Context: an optimization exercise on an open-source flow, tuned for small area and a short achievable clock period. The choices shown serve that exercise and are no tape-out recipe.
RTL that was checked went through simulation tests only; none was proved equivalent to the original.
Power is estimated from default activity; no workload was simulated.

==> inputs of 06-08 <==
## port_sgdma
module port_sgdma #(
    parameter port_dma_pkg::port_t P_PORT = 4'd3
) (
    input  logic                i_clk,
    input  logic                i_rst_n,
    input  logic                i_locked,
    input  port_dma_pkg::data_t i_dat,
    input  logic                i_empty,
    output logic                o_rd_en,
    output port_dma_pkg::desc_t o_cb_din,
    output logic                o_cb_wr_en,
    input  logic                i_cb_full,
    output logic                o_mmu_wr_req,
    output port_dma_pkg::port_t o_sram_sel,
    output logic                o_mmu_wr_en,
    output port_dma_pkg::addr_t o_mmu_wr_addr,
    output port_dma_pkg::data_t o_mmu_wr_dat,
    output logic                o_mmu_wr_done,
    input  logic                i_mmu_wr_ready,
    input  logic                i_mmu_malloc_done,
    input  logic                i_fp_wr_en,
    input  port_dma_pkg::addr_t i_fp_wr_dat,
    output logic                o_aply_req,
    output port_dma_pkg::cnt_t  o_length
);
==> module free_ptr_list, before the edit <==
module free_ptr_list #(
    parameter port_dma_pkg::port_t P_PORT = '0
) (
    input  logic                i_clk,
    input  logic                i_rst_n,
    input  logic                i_locked,
    input  logic                i_pop,
    input  logic                i_fp_wr_en,
    input  port_dma_pkg::addr_t i_fp_wr_dat,
    input  logic                i_pkt_start,
    input  port_dma_pkg::cnt_t  i_pkt_cells,
    input  logic                i_mmu_malloc_done,
    output port_dma_pkg::addr_t o_addr,
    output logic                o_nempty,
    output logic                o_nempty_nxt,
    output logic                o_aply_req,
    output port_dma_pkg::cnt_t  o_length
);
    localparam int DEPTH  = port_dma_pkg::FP_DEPTH;
    localparam int AW     = port_dma_pkg::ADDR_W;
    localparam int PTR_W  = $clog2(DEPTH);
    localparam int IDX_W  = $clog2(port_dma_pkg::FP_INIT_ENTRIES);
    localparam int PAD_W  = AW - port_dma_pkg::PORT_W - IDX_W;
    localparam int HALF_W = PTR_W / 2;
    localparam int NGRP   = 1 << HALF_W;
    logic [DEPTH-1:0][AW-1:0] term;
    logic [PTR_W-1:0]    wr_ptr;
    logic [PTR_W-1:0]    rd_ptr;
    logic [PTR_W-1:0]    wr_inc;
    logic [PTR_W-1:0]    rd_inc;
    logic                full;
    logic                filling;
    logic                push;
    logic                pull;
    port_dma_pkg::addr_t push_dat;
    logic                hold;
    logic                pend_vld;
    port_dma_pkg::cnt_t  pend_cells;
    logic                take_pend;
    logic                park;
    always_ff @(posedge i_clk or negedge i_rst_n) begin
        if (!i_rst_n) begin
            filling <= 1'b1;
        end else if (filling && i_locked && (wr_ptr == PTR_W'(port_dma_pkg::FP_INIT_ENTRIES - 1))) begin
            filling <= 1'b0;
        end
    end
    assign push     = filling ? i_locked : (i_fp_wr_en && !full);
    assign push_dat = filling ? {P_PORT, {PAD_W{1'b0}}, wr_ptr[IDX_W-1:0]} : i_fp_wr_dat;
    assign pull     = i_pop;
    assign wr_inc = wr_ptr + 1'b1;
    assign rd_inc = rd_ptr + 1'b1;
    logic [NGRP-1:0] wr_hi, wr_lo;
    always_comb begin
        for (int k = 0; k < NGRP; k++) begin
            wr_hi[k] = (wr_ptr[PTR_W-1:HALF_W] == HALF_W'(k));
            wr_lo[k] = (wr_ptr[HALF_W-1:0]     == HALF_W'(k));
        end
    end
    logic [NGRP-1:0] rd_hi, rd_lo;
    always_ff @(posedge i_clk or negedge i_rst_n) begin
        if (!i_rst_n) begin
            rd_hi <= NGRP'(1);
            rd_lo <= NGRP'(1);
        end else if (pull) begin
            rd_lo <= {rd_lo[NGRP-2:0], rd_lo[NGRP-1]};
            if (rd_lo[NGRP-1]) begin
                rd_hi <= {rd_hi[NGRP-2:0], rd_hi[NGRP-1]};
            end
        end
    end
    logic [NGRP-1:0][AW-1:0] grp;
    for (genvar i = 0; i < DEPTH; i++) begin : g_slot
        logic [AW-1:0] q;
        always_ff @(posedge i_clk) begin
            if (push && wr_hi[i/NGRP] && wr_lo[i%NGRP]) begin
                q <= push_dat;
            end
        end
        assign term[i] = q & {AW{rd_lo[i%NGRP]}};
    end
    always_comb begin
        for (int j = 0; j < NGRP; j++) begin
            grp[j] = '0;
            for (int k = 0; k < NGRP; k++) begin
                grp[j] = grp[j] | term[j*NGRP+k];
            end
        end
        o_addr = '0;
        for (int j = 0; j < NGRP; j++) begin
            o_addr = o_addr | (grp[j] & {AW{rd_hi[j]}});
        end
    end
    always_comb begin
        if (push && !pull) begin
            o_nempty_nxt = 1'b1;
        end else if (pull && !push) begin
            o_nempty_nxt = (rd_inc != wr_ptr);
        end else begin
            o_nempty_nxt = o_nempty;
        end
    end
    always_ff @(posedge i_clk or negedge i_rst_n) begin
        if (!i_rst_n) begin
            wr_ptr   <= '0;
            rd_ptr   <= '0;
            o_nempty <= 1'b0;
            full     <= 1'b0;
        end else begin
            if (push) begin
                wr_ptr <= wr_inc;
            end
            if (pull) begin
                rd_ptr <= rd_inc;
            end
            o_nempty <= o_nempty_nxt;
            if (push && !pull) begin
                full <= (wr_inc == rd_ptr);
            end else if (pull && !push) begin
                full <= 1'b0;
            end
        end
    end
    assign take_pend = !o_aply_req && pend_vld;
    assign park      = i_pkt_start && (o_aply_req || pend_vld);
    always_ff @(posedge i_clk or negedge i_rst_n) begin
        if (!i_rst_n) begin
            pend_vld <= 1'b0;
        end else if (park) begin
            pend_vld <= 1'b1;
        end else if (take_pend) begin
            pend_vld <= 1'b0;
        end
    end
    always_ff @(posedge i_clk) begin
        if (park) begin
            pend_cells <= i_pkt_cells;
        end
    end
    always_ff @(posedge i_clk or negedge i_rst_n) begin
        if (!i_rst_n) begin
            o_aply_req <= 1'b0;
            hold       <= 1'b0;
            o_length   <= '0;
        end else begin
            if (!o_aply_req) begin
                if (pend_vld) begin
                    o_length   <= pend_cells;
                    o_aply_req <= 1'b1;
                end else if (i_pkt_start) begin
                    o_length   <= i_pkt_cells;
                    o_aply_req <= 1'b1;
                end
            end else if (!hold) begin
                hold <= 1'b1;
            end else if (i_mmu_malloc_done) begin
                hold       <= 1'b0;
                o_aply_req <= 1'b0;
            end
        end
    end
endmodule
Settings: LEC_CHECK=0, CAP_MARGIN=20, CORE_MARGIN=2, CORE_UTILIZATION=55, CTS_CLUSTER_DIAMETER=100, CTS_CLUSTER_SIZE=30, SETUP_SLACK_MARGIN=2.3, SLEW_MARGIN=20, TNS_END_PERCENT=10; clock period 5.0 ns.
run.sh (not shown) runs the stock make flow with config.mk's settings and CLKGATE_MAP_FILE= SYNTH_SCRIPT=/design/flow/synth_recipe.tcl, a recipe that flattens the netlist after the stock synthesis.
==> 05-27: changes against 06-08 <==
--- a/flow/design.v
+++ b/flow/design.v
@@ -62,4 +62,7 @@
     logic [PTR_W-1:0]    rd_inc;
     logic                full;
+    logic [PTR_W:0]      used;
+    logic                near0;
+    logic                near1;
     logic                filling;
     logic                push;
@@ -90,17 +93,25 @@
         end
     end
-    logic [NGRP-1:0] rd_hi, rd_lo;
+    localparam int NBANK = 4;
+    localparam int BK_W  = $clog2(NBANK);
+    localparam int ROWS  = DEPTH / NBANK;
+    localparam int ROW_W = $clog2(ROWS);
+    localparam int RH_W  = ROW_W / 2;
+    localparam int RL_W  = ROW_W - RH_W;
+    localparam int NRH   = 1 << RH_W;
+    localparam int NRL   = 1 << RL_W;
+    logic [NRH-1:0] rs_hi;
+    logic [NRL-1:0] rs_lo;
     always_ff @(posedge i_clk or negedge i_rst_n) begin
         if (!i_rst_n) begin
-            rd_hi <= NGRP'(1);
-            rd_lo <= NGRP'(1);
-        end else if (pull) begin
-            rd_lo <= {rd_lo[NGRP-2:0], rd_lo[NGRP-1]};
-            if (rd_lo[NGRP-1]) begin
-                rd_hi <= {rd_hi[NGRP-2:0], rd_hi[NGRP-1]};
+            rs_hi <= NRH'(1);
+            rs_lo <= NRL'(2);
+        end else if (pull && (rd_ptr[BK_W-1:0] == {BK_W{1'b1}})) begin
+            rs_lo <= {rs_lo[NRL-2:0], rs_lo[NRL-1]};
+            if (rs_lo[NRL-1]) begin
+                rs_hi <= {rs_hi[NRH-2:0], rs_hi[NRH-1]};
             end
         end
     end
-    logic [NGRP-1:0][AW-1:0] grp;
     for (genvar i = 0; i < DEPTH; i++) begin : g_slot
         logic [AW-1:0] q;
@@ -110,25 +121,57 @@
             end
         end
-        assign term[i] = q & {AW{rd_lo[i%NGRP]}};
+        assign term[i] = q & {AW{rs_lo[(i/NBANK)%NRL]}};
     end
+    logic [NBANK-1:0][AW-1:0] bank_out;
     always_comb begin
-        for (int j = 0; j < NGRP; j++) begin
-            grp[j] = '0;
-            for (int k = 0; k < NGRP; k++) begin
-                grp[j] = grp[j] | term[j*NGRP+k];
+        for (int bk = 0; bk < NBANK; bk++) begin
+            bank_out[bk] = '0;
+            for (int h = 0; h < NRH; h++) begin
+                logic [AW-1:0] part;
+                part = '0;
+                for (int l = 0; l < NRL; l++) begin
+                    part = part | term[(h*NRL+l)*NBANK+bk];
+                end
+                bank_out[bk] = bank_out[bk] | (part & {AW{rs_hi[h]}});
             end
         end
-        o_addr = '0;
-        for (int j = 0; j < NGRP; j++) begin
-            o_addr = o_addr | (grp[j] & {AW{rd_hi[j]}});
+    end
+    logic wr_near;
+    assign wr_near = pull ? near1 : near0;
+    logic [NBANK-1:0][AW-1:0] hd;
+    for (genvar bk = 0; bk < NBANK; bk++) begin : g_bank
+        logic hit;
+        logic popb;
+        assign hit  = push && wr_near && (wr_ptr[BK_W-1:0] == BK_W'(bk));
+        assign popb = pull && (rd_ptr[BK_W-1:0] == BK_W'(bk));
+        always_ff @(posedge i_clk) begin
+            if (hit) begin
+                hd[bk] <= push_dat;
+            end else if (popb) begin
+                hd[bk] <= bank_out[bk];
+            end
         end
     end
+    assign o_addr = hd[rd_ptr[BK_W-1:0]];
+    logic inc, dec;
+    logic full_nxt, near0_nxt, near1_nxt;
+    assign inc = push && !pull;
+    assign dec = pull && !push;
     always_comb begin
-        if (push && !pull) begin
+        if (inc) begin
             o_nempty_nxt = 1'b1;
-        end else if (pull && !push) begin
-            o_nempty_nxt = (rd_inc != wr_ptr);
+            full_nxt     = (used == (PTR_W + 1)'(DEPTH - 1));
+            near0_nxt    = (used < (PTR_W + 1)'(NBANK - 1));
+            near1_nxt    = (used < (PTR_W + 1)'(NBANK));
+        end else if (dec) begin
+            o_nempty_nxt = (used != (PTR_W + 1)'(1));
+            full_nxt     = 1'b0;
+            near0_nxt    = (used < (PTR_W + 1)'(NBANK + 1));
+            near1_nxt    = (used > (PTR_W + 1)'(1)) && (used < (PTR_W + 1)'(NBANK + 2));
         end else begin
             o_nempty_nxt = o_nempty;
+            full_nxt     = full;
+            near0_nxt    = near0;
+            near1_nxt    = near1;
         end
     end
@@ -137,6 +180,9 @@
             wr_ptr   <= '0;
             rd_ptr   <= '0;
+            used     <= '0;
             o_nempty <= 1'b0;
             full     <= 1'b0;
+            near0    <= 1'b1;
+            near1    <= 1'b0;
         end else begin
             if (push) begin
@@ -146,10 +192,13 @@
                 rd_ptr <= rd_inc;
             end
-            o_nempty <= o_nempty_nxt;
-            if (push && !pull) begin
-                full <= (wr_inc == rd_ptr);
-            end else if (pull && !push) begin
-                full <= 1'b0;
+            if (inc) begin
+                used <= used + 1'b1;
+            end else if (dec) begin
+                used <= used - 1'b1;
             end
+            o_nempty <= o_nempty_nxt;
+            full     <= full_nxt;
+            near0    <= near0_nxt;
+            near1    <= near1_nxt;
         end
     end
Settings changed: CORE_UTILIZATION 55 to 60, SETUP_SLACK_MARGIN 2.3 to 2.6, TNS_END_PERCENT 10 to 5.
==> qor summary <==
Clock network power share: 06-08 28.2%; 05-27 27.1%
Sequential Power Share: 06-08 65.9%; 05-27 66.2%
Fraction of synthesized area in multiplexers: 06-08 0.2103%; 05-27 0.8910%
Capture point of the critical path: 06-08 u_wr.o_mmu_wr_addr[3]; 05-27 u_fp.hd[48]
Synth Area in Simple Gates: 06-08 3.229%; 05-27 3.515%
Average wire per cell in the routed design: 06-08 41.88 µm; 05-27 39.01 µm
Largest stage delay on the critical path: 06-08 0.72 ns; 05-27 0.61 ns
Area fraction in compound gates after synthesis: 06-08 11.93%; 05-27 11.33%
Violation count after the first detailed-routing iteration: 06-08 16,060; 05-27 15,230
All-layer global routing usage: 06-08 35.97%; 05-27 35.14%
Die H: 06-08 531.3 µm; 05-27 513.0 µm
Worst reg2reg startpoint: 06-08 u_fp.rd_lo[10]; 05-27 u_fp.rs_lo[3]
Status: 06-08 complete, no violations; 05-27 complete, no violations
Portion of synthesized cell area occupied by the leading cell type: 06-08 80.56%; 05-27 80.49%
Fraction of synthesized cell area in xor and xnor cells: 06-08 0.2405%; 05-27 0.1916%
Net Sw Power: 06-08 13.64 mW; 05-27 13.90 mW
Distinct cell type count after synthesis: 06-08 53; 05-27 56
Sequential cell count of the final layout: 06-08 4,235; 05-27 4,288
Clock buffer and inverter area fraction after layout: 06-08 2.667%; 05-27 2.636%
Crit path max-delay cell type: 06-08 or4_1; 05-27 dfrtp_4
Leakage power: 06-08 55.03 nW; 05-27 52.52 nW
Share of synthesized flip-flops with an asynchronous set or reset: 06-08 1.818%; 05-27 1.539%
Post-Place Cells: 06-08 12,100; 05-27 11,890
No functional check of the RTL was part of 06-08.

-- re-timing with driven ports --
The results above use ideal ports. As a check the final layouts listed here were re-extracted and re-timed, cells and wires unchanged.
Step 1 sets driving cells, clkbuf_16 on the clock port and buf_2 on the other inputs (assumed; they add their load-dependent delay and slew).
Step 2 adds t to the input delays and takes it off the output delays; t is the mean of the earliest and latest rising clock arrival at the registers after step 1. Input paths then give back, and output paths get back, about the clock's delay inside the block.
a / b / c = no drivers / after step 1 / after step 2; a / b = the first two.
run	t, ns	setup WS [ns]	hold WS [ns]	latest minus earliest clock arrival (ns)	slew at the worst register clock pin (ns)
06-08	0.995	1.422 / 1.422 / 1.144	0.162 / 0.089 / 0.410	0.071 / 0.071	0.12 / 0.12
05-27	0.990	1.850 / 1.850 / 1.150	0.050 / -0.010 / 0.409	0.040 / 0.041	0.12 / 0.12
After both steps every run listed still meets setup and hold. For 05-27, which loses most, drivers alone change the setup slack by 0.000 ns; drivers and shift together by -0.700 ns.
